This is an optimization exercise on Yosys and OpenROAD, whose aim is small area, a short achievable clock period and few clock cycles, not a production implementation. At most, simulation tests tie the RTL to the original design; equivalence was not proved. No activity file was given, so power comes from the tool's default toggle rates.

// battle_engine
module battle_engine (
    input  logic                          clk_25MHz,
    input  logic                          rst,
    input  logic                          start,
    input  logic                          frame_valid,
    output logic                          frame_ready,
    input  logic                          spawn_valid,
    output logic                          spawn_ready,
    input  logic                          spawn_enemy,
    input  logic [battle_pkg::type_w-1:0] spawn_type,
    output logic [battle_pkg::hp_w-1:0]   tower_hp_enemy,
    output logic [battle_pkg::hp_w-1:0]   tower_hp_army,
    output logic [battle_pkg::slot_w:0]   enemy_count,
    output logic [battle_pkg::slot_w:0]   army_count,
    output logic [battle_pkg::x_w-1:0]    enemy_front_x,
    output logic [battle_pkg::x_w-1:0]    army_front_x,
    output logic                          game_win,
    output logic                          game_lose
);
    logic                           frame_go;
    logic                           spawn_go_e;
    logic                           spawn_go_a;
    logic                           has_free_e;
    logic                           has_free_a;
    logic                           alive_e;
    logic                           alive_a;
    logic [battle_pkg::dmg_w-1:0]   dmg_unit_e;
  ...
Settings: LEC_CHECK=0, ABC_AREA=1, CAP_MARGIN=20, CORE_MARGIN=2, CORE_UTILIZATION=40, SETUP_SLACK_MARGIN=5, SLEW_MARGIN=20; clock period 18.0 ns.
standard.sh (not shown) runs the stock make flow with config.mk's settings and CLKGATE_MAP_FILE= SYNTH_SCRIPT=/design/flow/synth_recipe.tcl, a recipe that flattens the netlist after the stock synthesis.
==> flow/flow/run.sh <==
#!/bin/bash
set -euo pipefail
bash standard.sh SETUP_SLACK_MARGIN=9.5 finish > standard_make.log 2>&1
Edit:
==> flow/flow/run.sh (replaced) <==
#!/bin/bash
set -euo pipefail
R=orfs/results/$FLOW_PLATFORM/battle_engine/base
L=orfs/logs/$FLOW_PLATFORM/battle_engine/base
LIB=$FLOW_HOME/platforms/$FLOW_PLATFORM/lib/sky130_fd_sc_hd__tt_025C_1v80.lib
YOSYS=$(command -v yosys || echo "$FLOW_HOME/../tools/install/yosys/bin/yosys")

bash standard.sh synth > standard_synth.log 2>&1

cp $R/1_2_yosys.v $R/1_2_yosys_standard.v
DU=$(grep -o -- "-dont_use [^ ]*" $L/1_2_yosys.log | sort -u | tr '\n' ' ')
KEEP=$(grep -o "sky130_fd_sc_hd__[a-z0-9_]*" $R/1_2_yosys_standard.v | sort -u \
       | grep -E "__(df|edf|sdf|dl|conb)" | tr '\n' ' ')
sed -e "s#@LIB@#$LIB#g" -e "s#@DU@#$DU#" -e "s#@KEEP@#$KEEP#" \
    -e "s#@IN@#$R/1_2_yosys_standard.v#" -e "s#@OUT@#$R/1_2_yosys.v#" \
    flow/remap.ys > remap_run.ys
"$YOSYS" -s remap_run.ys > remap.log 2>&1
rm -f $R/1_synth.odb $R/1_synth.sdc

bash standard.sh SETUP_SLACK_MARGIN=10.6 \
    'BUFFER_PORTS_ARGS=-buffer_cell sky130_fd_sc_hd__buf_2' \
    'PLACE_PINS_ARGS=-group_pins {spawn_enemy spawn_ready}' \
    finish > standard_make.log 2>&1
==> flow/flow/remap.ys (new file) <==
# Re-map the combinational logic of the standard synthesis netlist with an
# area-oriented ABC script. Registers (and tie cells) are kept as they are:
# same instances, names and cell types.
read_liberty -ignore_miss_func @LIB@
read_verilog @IN@
hierarchy -top battle_engine
blackbox @KEEP@
flatten
opt_clean -purge
abc -liberty @LIB@ @DU@ -script +strash;dc2;dch;map,-B,0.5;topo;
splitnets
opt_clean -purge
hilomap -singleton -hicell sky130_fd_sc_hd__conb_1 HI -locell sky130_fd_sc_hd__conb_1 LO
insbuf -buf sky130_fd_sc_hd__buf_4 A X
opt_clean -purge
tee -o remap_stat.txt stat -liberty @LIB@
write_verilog -noattr -noexpr -nohex -nodec @OUT@
Settings changed: CTS_BUF_LIST from default to sky130_fd_sc_hd__clkbuf_8.
After rerunning:
- The changed run passed the timing, design-rule and antenna checks
- clock-buffer cell count rises by 31
- routed wire length barely changes
- sequential power falls by about 6%
- hold slack gets better by 0.010 ns
- non-clock buffer count falls by 96
- sequential share of layout area rises by 2.8 points
- setup slack gets better by 0.67 ns
- first-iteration DRC count rises by 5.2%
- synthesized cell count falls by 7.6%
- total power falls by 31%
- critical path depth falls by 46
Edit:
==> flow/run.sh (new file) <==
#!/bin/bash
# synth_recipe.tcl (not shown) runs the flow's synth.tcl, then flattens the netlist and writes it again
# the make line also repeats each setting of config.mk as NAME=value (left out here)
make -C /OpenROAD-flow-scripts/flow DESIGN_CONFIG=/design/flow/config.mk WORK_HOME=/design/flow/orfs CLKGATE_MAP_FILE= SYNTH_SCRIPT=/design/flow/synth_recipe.tcl finish
Settings changed: CTS_BUF_LIST sky130_fd_sc_hd__clkbuf_8 to default.
removed: flow/flow/run.sh
removed: flow/flow/remap.ys
removed: flow/standard.sh
What happened: Wire length fell by 3.1%; critical path depth rose by 52; area after synthesis rose by 15%; utilization fell by 4.5 points; register-to-register slack degrades by 4.9 ns; power rose by 34%; worst setup slack degrades by 4.7 ns; sequential power rose by about 6%; design area rose by 5.0%.
Function was not checked in any run of this note: the RTL went through the layout flow alone.

* * *

job 7133:
Another version of the RTL of battle_engine (not shown whole).
For scale: about 64 I/O pins.
==> flow/design.v (excerpt) <==
module battle_engine (
    input  logic                          clk_25MHz,
    input  logic                          rst,
    input  logic                          start,
    input  logic                          frame_valid,
    output logic                          frame_ready,
    input  logic                          spawn_valid,
    output logic                          spawn_ready,
    input  logic                          spawn_enemy,
    input  logic [battle_pkg::type_w-1:0] spawn_type,
    output logic [battle_pkg::hp_w-1:0]   tower_hp_enemy,
    output logic [battle_pkg::hp_w-1:0]   tower_hp_army,
    output logic [battle_pkg::slot_w:0]   enemy_count,
    output logic [battle_pkg::slot_w:0]   army_count,
    output logic [battle_pkg::x_w-1:0]    enemy_front_x,
    output logic [battle_pkg::x_w-1:0]    army_front_x,
    output logic                          game_win,
    output logic                          game_lose
);
Settings: LEC_CHECK=0, ABC_AREA=1, CAP_MARGIN=20, CORE_MARGIN=2, CORE_UTILIZATION=40, CTS_BUF_LIST=sky130_fd_sc_hd__clkbuf_8, SETUP_SLACK_MARGIN=5, SLEW_MARGIN=20; clock period 18.0 ns.
==> flow/flow/run.sh <==
#!/bin/bash
set -euo pipefail
R=orfs/results/$FLOW_PLATFORM/battle_engine/base
L=orfs/logs/$FLOW_PLATFORM/battle_engine/base
LIB=$FLOW_HOME/platforms/$FLOW_PLATFORM/lib/sky130_fd_sc_hd__tt_025C_1v80.lib
YOSYS=$(command -v yosys || echo "$FLOW_HOME/../tools/install/yosys/bin/yosys")

bash standard.sh synth > standard_synth.log 2>&1

cp $R/1_2_yosys.v $R/1_2_yosys_standard.v
DU=$(grep -o -- "-dont_use [^ ]*" $L/1_2_yosys.log | sort -u | tr '\n' ' ')
KEEP=$(grep -o "sky130_fd_sc_hd__[a-z0-9_]*" $R/1_2_yosys_standard.v | sort -u \
       | grep -E "__(df|edf|sdf|dl|conb)" | tr '\n' ' ')
sed -e "s#@LIB@#$LIB#g" -e "s#@DU@#$DU#" -e "s#@KEEP@#$KEEP#" \
    -e "s#@IN@#$R/1_2_yosys_standard.v#" -e "s#@OUT@#$R/1_2_yosys.v#" \
    flow/remap.ys > remap_run.ys
"$YOSYS" -s remap_run.ys > remap.log 2>&1
rm -f $R/1_synth.odb $R/1_synth.sdc

bash standard.sh SETUP_SLACK_MARGIN=10.2 \
    'BUFFER_PORTS_ARGS=-buffer_cell sky130_fd_sc_hd__buf_2' \
    'PLACE_PINS_ARGS=-group_pins {spawn_enemy spawn_ready}' \
    finish > standard_make.log 2>&1
==> flow/flow/remap.ys <==
# Re-map the combinational logic of the standard synthesis netlist with an
# area-oriented ABC script. Registers (and tie cells) are kept as they are:
# same instances, names and cell types.
read_liberty -ignore_miss_func @LIB@
read_verilog @IN@
hierarchy -top battle_engine
blackbox @KEEP@
flatten
opt_clean -purge
abc -liberty @LIB@ @DU@ -script +strash;dc2;dch;map,-B,0.5;topo;
splitnets
opt_clean -purge
hilomap -singleton -hicell sky130_fd_sc_hd__conb_1 HI -locell sky130_fd_sc_hd__conb_1 LO
insbuf -buf sky130_fd_sc_hd__buf_4 A X
opt_clean -purge
tee -o remap_stat.txt stat -liberty @LIB@
write_verilog -noattr -noexpr -nohex -nodec @OUT@
Job 7133 finished end to end and its layout was clean on timing, DRC and antenna.
What job 2865 does differently from job 7133 at the input level:
==> flow/flow/run.sh <==
#!/bin/bash
set -euo pipefail
bash standard.sh SETUP_SLACK_MARGIN=9.8 \
    'BUFFER_PORTS_ARGS=-buffer_cell sky130_fd_sc_hd__buf_2' \
    finish > standard_make.log 2>&1
removed: flow/flow/remap.ys
==> run notes <==
The endpoint of the worst setup timing path comes out u_army.count_q[1] in one run and u_army.front_q[5] in the other, namely in job 7133 and job 2865 respectively.
Diff job 7133 -> job 2865 | clock power | down by a few percent
The final reports for job 2865 and job 7133 show worst stage delay on the critical path higher in the former.
Relative to job 7133, starting utilization of the core area has increased by 0.21 points in job 2865.
Summary: with job 7133 as the reference, total power in job 2865 moved up by more than a quarter.
Compared with job 7133, non-clock buffer count in job 2865 decreased by more than a quarter.
Changes in job 6676 relative to job 2865:
==> flow/flow/run.sh <==
#!/bin/bash
set -euo pipefail
bash standard.sh SETUP_SLACK_MARGIN=10 \
    'BUFFER_PORTS_ARGS=-buffer_cell sky130_fd_sc_hd__buf_2' \
    'PLACE_PINS_ARGS=-group_pins {spawn_enemy spawn_ready}' \
    finish > standard_make.log 2>&1
## What came out
- Lower total vias in the final route goes to job 2865 over job 6676.
- The clock share of power number comes out lower for job 2865 vs job 6676.
- Job 6676 against job 2865: clock insertion delay at the later pin of the skew report went down 0.02 ns, total CTS buffers went up 2.
- Going from job 2865 to job 6676, overall global routing resource usage went down; final non-filler cell area higher; routed wire length now sits lower.
No run of this note included a check of the RTL's function; only the layout flow was run.

* * *

## build 88
Another version of the RTL of battle_engine (not shown whole).
Size: ~8200 cells after synthesis, about 49000 um2 of cells after synthesis.
Settings: LEC_CHECK=0, ABC_AREA=1, CAP_MARGIN=20, CORE_MARGIN=2, CORE_UTILIZATION=40, CTS_BUF_LIST=sky130_fd_sc_hd__clkbuf_8, SETUP_SLACK_MARGIN=5, SLEW_MARGIN=20; clock period 18.0 ns.
==> flow/flow/run.sh <==
#!/bin/bash
set -euo pipefail
R=orfs/results/$FLOW_PLATFORM/battle_engine/base
L=orfs/logs/$FLOW_PLATFORM/battle_engine/base
LIB=$FLOW_HOME/platforms/$FLOW_PLATFORM/lib/sky130_fd_sc_hd__tt_025C_1v80.lib
YOSYS=$(command -v yosys || echo "$FLOW_HOME/../tools/install/yosys/bin/yosys")

bash standard.sh synth > standard_synth.log 2>&1

cp $R/1_2_yosys.v $R/1_2_yosys_standard.v
DU=$(grep -o -- "-dont_use [^ ]*" $L/1_2_yosys.log | sort -u | tr '\n' ' ')
KEEP=$(grep -o "sky130_fd_sc_hd__[a-z0-9_]*" $R/1_2_yosys_standard.v | sort -u \
       | grep -E "__(df|edf|sdf|dl|conb)" | tr '\n' ' ')
sed -e "s#@LIB@#$LIB#g" -e "s#@DU@#$DU#" -e "s#@KEEP@#$KEEP#" \
    -e "s#@IN@#$R/1_2_yosys_standard.v#" -e "s#@OUT@#$R/1_2_yosys.v#" \
    flow/remap.ys > remap_run.ys
"$YOSYS" -s remap_run.ys > remap.log 2>&1
rm -f $R/1_synth.odb $R/1_synth.sdc

bash standard.sh SETUP_SLACK_MARGIN=10.3 \
    'BUFFER_PORTS_ARGS=-buffer_cell sky130_fd_sc_hd__buf_2' \
    'PLACE_PINS_ARGS=-group_pins {spawn_enemy spawn_ready}' \
    finish > standard_make.log 2>&1
==> flow/flow/remap.ys <==
# Re-map the combinational logic of the standard synthesis netlist with an
# area-oriented ABC script. Registers (and tie cells) are kept as they are:
# same instances, names and cell types.
read_liberty -ignore_miss_func @LIB@
read_verilog @IN@
hierarchy -top battle_engine
blackbox @KEEP@
flatten
opt_clean -purge
abc -liberty @LIB@ @DU@ -script +strash;dc2;dch;map,-B,0.5;topo;
splitnets
opt_clean -purge
hilomap -singleton -hicell sky130_fd_sc_hd__conb_1 HI -locell sky130_fd_sc_hd__conb_1 LO
insbuf -buf sky130_fd_sc_hd__buf_4 A X
opt_clean -purge
tee -o remap_stat.txt stat -liberty @LIB@
write_verilog -noattr -noexpr -nohex -nodec @OUT@
Build 88 has completed all stages; timing, DRC and antenna checks passed.
Testbench counts of build 88, summed over its fixed seeds: cycles 24,292.
The inputs of build 36 differ from those of build 88 as listed below.
==> flow/flow/run.sh <==
#!/bin/bash
set -euo pipefail
bash standard.sh SETUP_SLACK_MARGIN=9.8 \
    'BUFFER_PORTS_ARGS=-buffer_cell sky130_fd_sc_hd__buf_2' \
    finish > standard_make.log 2>&1
removed: flow/flow/remap.ys
==> run notes <==
- No stage failed in build 36, and the final checks on the layout all came back clean.
- Relative to build 88, the total area of sequential cells of build 36 is higher by about 0.3%.
- Going from build 88 to build 36, sequential cell count ~0 delta, routing usage on met2 -12 points.
Changes in build 43 relative to build 36:
-- flow/flow/run.sh --
<<< build 36, line 3
bash standard.sh SETUP_SLACK_MARGIN=9.8 \
>>> build 43, line 3
R=orfs/results/$FLOW_PLATFORM/battle_engine/base
L=orfs/logs/$FLOW_PLATFORM/battle_engine/base
LIB=$FLOW_HOME/platforms/$FLOW_PLATFORM/lib/sky130_fd_sc_hd__tt_025C_1v80.lib
YOSYS=$(command -v yosys || echo "$FLOW_HOME/../tools/install/yosys/bin/yosys")

bash standard.sh synth > standard_synth.log 2>&1

cp $R/1_2_yosys.v $R/1_2_yosys_standard.v
DU=$(grep -o -- "-dont_use [^ ]*" $L/1_2_yosys.log | sort -u | tr '\n' ' ')
KEEP=$(grep -o "sky130_fd_sc_hd__[a-z0-9_]*" $R/1_2_yosys_standard.v | sort -u \
       | grep -E "__(df|edf|sdf|dl|conb)" | tr '\n' ' ')
sed -e "s#@LIB@#$LIB#g" -e "s#@DU@#$DU#" -e "s#@KEEP@#$KEEP#" \
    -e "s#@IN@#$R/1_2_yosys_standard.v#" -e "s#@OUT@#$R/1_2_yosys.v#" \
    flow/remap.ys > remap_run.ys
"$YOSYS" -s remap_run.ys > remap.log 2>&1
rm -f $R/1_synth.odb $R/1_synth.sdc

bash standard.sh SETUP_SLACK_MARGIN=10.6 \
<<< build 36, line 5
>>> build 43, line 22
    'PLACE_PINS_ARGS=-group_pins {spawn_enemy spawn_ready}' \
==> flow/flow/remap.ys (new file) <==
# Re-map the combinational logic of the standard synthesis netlist with an
# area-oriented ABC script. Registers (and tie cells) are kept as they are:
# same instances, names and cell types.
read_liberty -ignore_miss_func @LIB@
read_verilog @IN@
hierarchy -top battle_engine
blackbox @KEEP@
flatten
opt_clean -purge
abc -liberty @LIB@ @DU@ -script +strash;dc2;dch;map,-B,0.5;topo;
splitnets
opt_clean -purge
hilomap -singleton -hicell sky130_fd_sc_hd__conb_1 HI -locell sky130_fd_sc_hd__conb_1 LO
insbuf -buf sky130_fd_sc_hd__buf_4 A X
opt_clean -purge
tee -o remap_stat.txt stat -liberty @LIB@
write_verilog -noattr -noexpr -nohex -nodec @OUT@
Findings:
In build 43, the global-route wire length before repair came out about 3.3% below the value in build 36. Higher clock-buffer cell count among build 43 and build 36: build 43. Comparing build 43 and build 36, the lower peak supply drop was measured on build 36. The first-iteration DRC count in build 36 is 1.08 times that in build 43. The higher overall fraction of global-route tracks in use of build 43 and build 36 is in build 43. The maximum cell stage delay along the critical path of build 43 falls short of that of build 36 by 0.11 ns. Compared build 43 against build 36; register clock-pin slew on the reported worst setup and hold paths within noise. Comparing build 43 and build 36, the higher tapcell count was measured on build 36. Setup slack, build 43 and build 36, higher one = build 43. Build 43 vs build 36 — internal power consumption dropped by more than 10%.
diff inputs: build 43 => build 3
-- flow/flow/run.sh --
<<< build 43, line 20
bash standard.sh SETUP_SLACK_MARGIN=10.6 \
>>> build 3, line 20
bash standard.sh SETUP_SLACK_MARGIN=9.8 \
--- outcome ---
There was hardly any difference in clock-pin slew on the worst setup and hold paths between build 3 and build 43.
Summary of build 3 over build 43: number of cells after detailed placement stayed essentially flat; final hold slack rose by 0.0055 ns; total length of routed wires rose by 3900 um; maximum fanout along the worst path rose by 8; sequential share of layout area rose by 0.57 points.

## static timing again, ports no longer ideal
The flow's constraints put no driver on any port. The routed layouts listed below were extracted and timed again, unchanged, in two steps. Step 1: set_driving_cell puts a clkbuf_16 on clk_25MHz and a buf_2 on each other input, an assumption about the parent block. Step 2 times the ports against the registers' clock, not the clock port: input delays grow and output delays shrink by t, the midpoint of the rising clock arrivals with the driver on. Slacks: ideal ports / drivers / drivers and shift; pairs: ideal ports / drivers.
run | t, ns | slack for setup (ns) | slew at the worst register clock pin (ns) | worst data-port slew with drivers (ns) | pins driven straight from the clock port
the first run of note 1 | 0.772 | 9.655 / 9.655 / 9.655 | 0.07 / 0.07 | 0.06 | 1
the second run of note 1 | 0.887 | 10.324 / 10.268 / 9.594 | 0.08 / 0.08 | 0.07 | 1
the third run of note 1 | 0.767 | 5.632 / 5.632 / 5.632 | 0.07 / 0.07 | 0.05 | 1
job 7133 | 0.931 | 10.273 / 10.263 / 9.487 | 0.08 / 0.08 | 0.04 | 1
job 2865 | 0.934 | 9.990 / 9.990 / 9.990 | 0.09 / 0.09 | 0.03 | 1
job 6676 | 0.912 | 10.122 / 10.122 / 10.122 | 0.09 / 0.09 | 0.03 | 1
build 88 | 0.936 | 10.325 / 10.294 / 10.077 | 0.09 / 0.09 | 0.04 | 1
build 36 | 0.890 | 9.815 / 9.789 / 9.789 | 0.07 / 0.07 | 0.04 | 1
build 43 | 0.914 | 10.334 / 10.286 / 10.207 | 0.08 / 0.08 | 0.06 | 1
build 3 | 0.897 | 9.803 / 9.803 / 9.803 | 0.09 / 0.09 | 0.03 | 1
After both steps every run listed still meets setup and hold. The setup slack of job 7133, which loses most, moves by -0.010 ns with the drivers and by -0.786 ns with both steps.
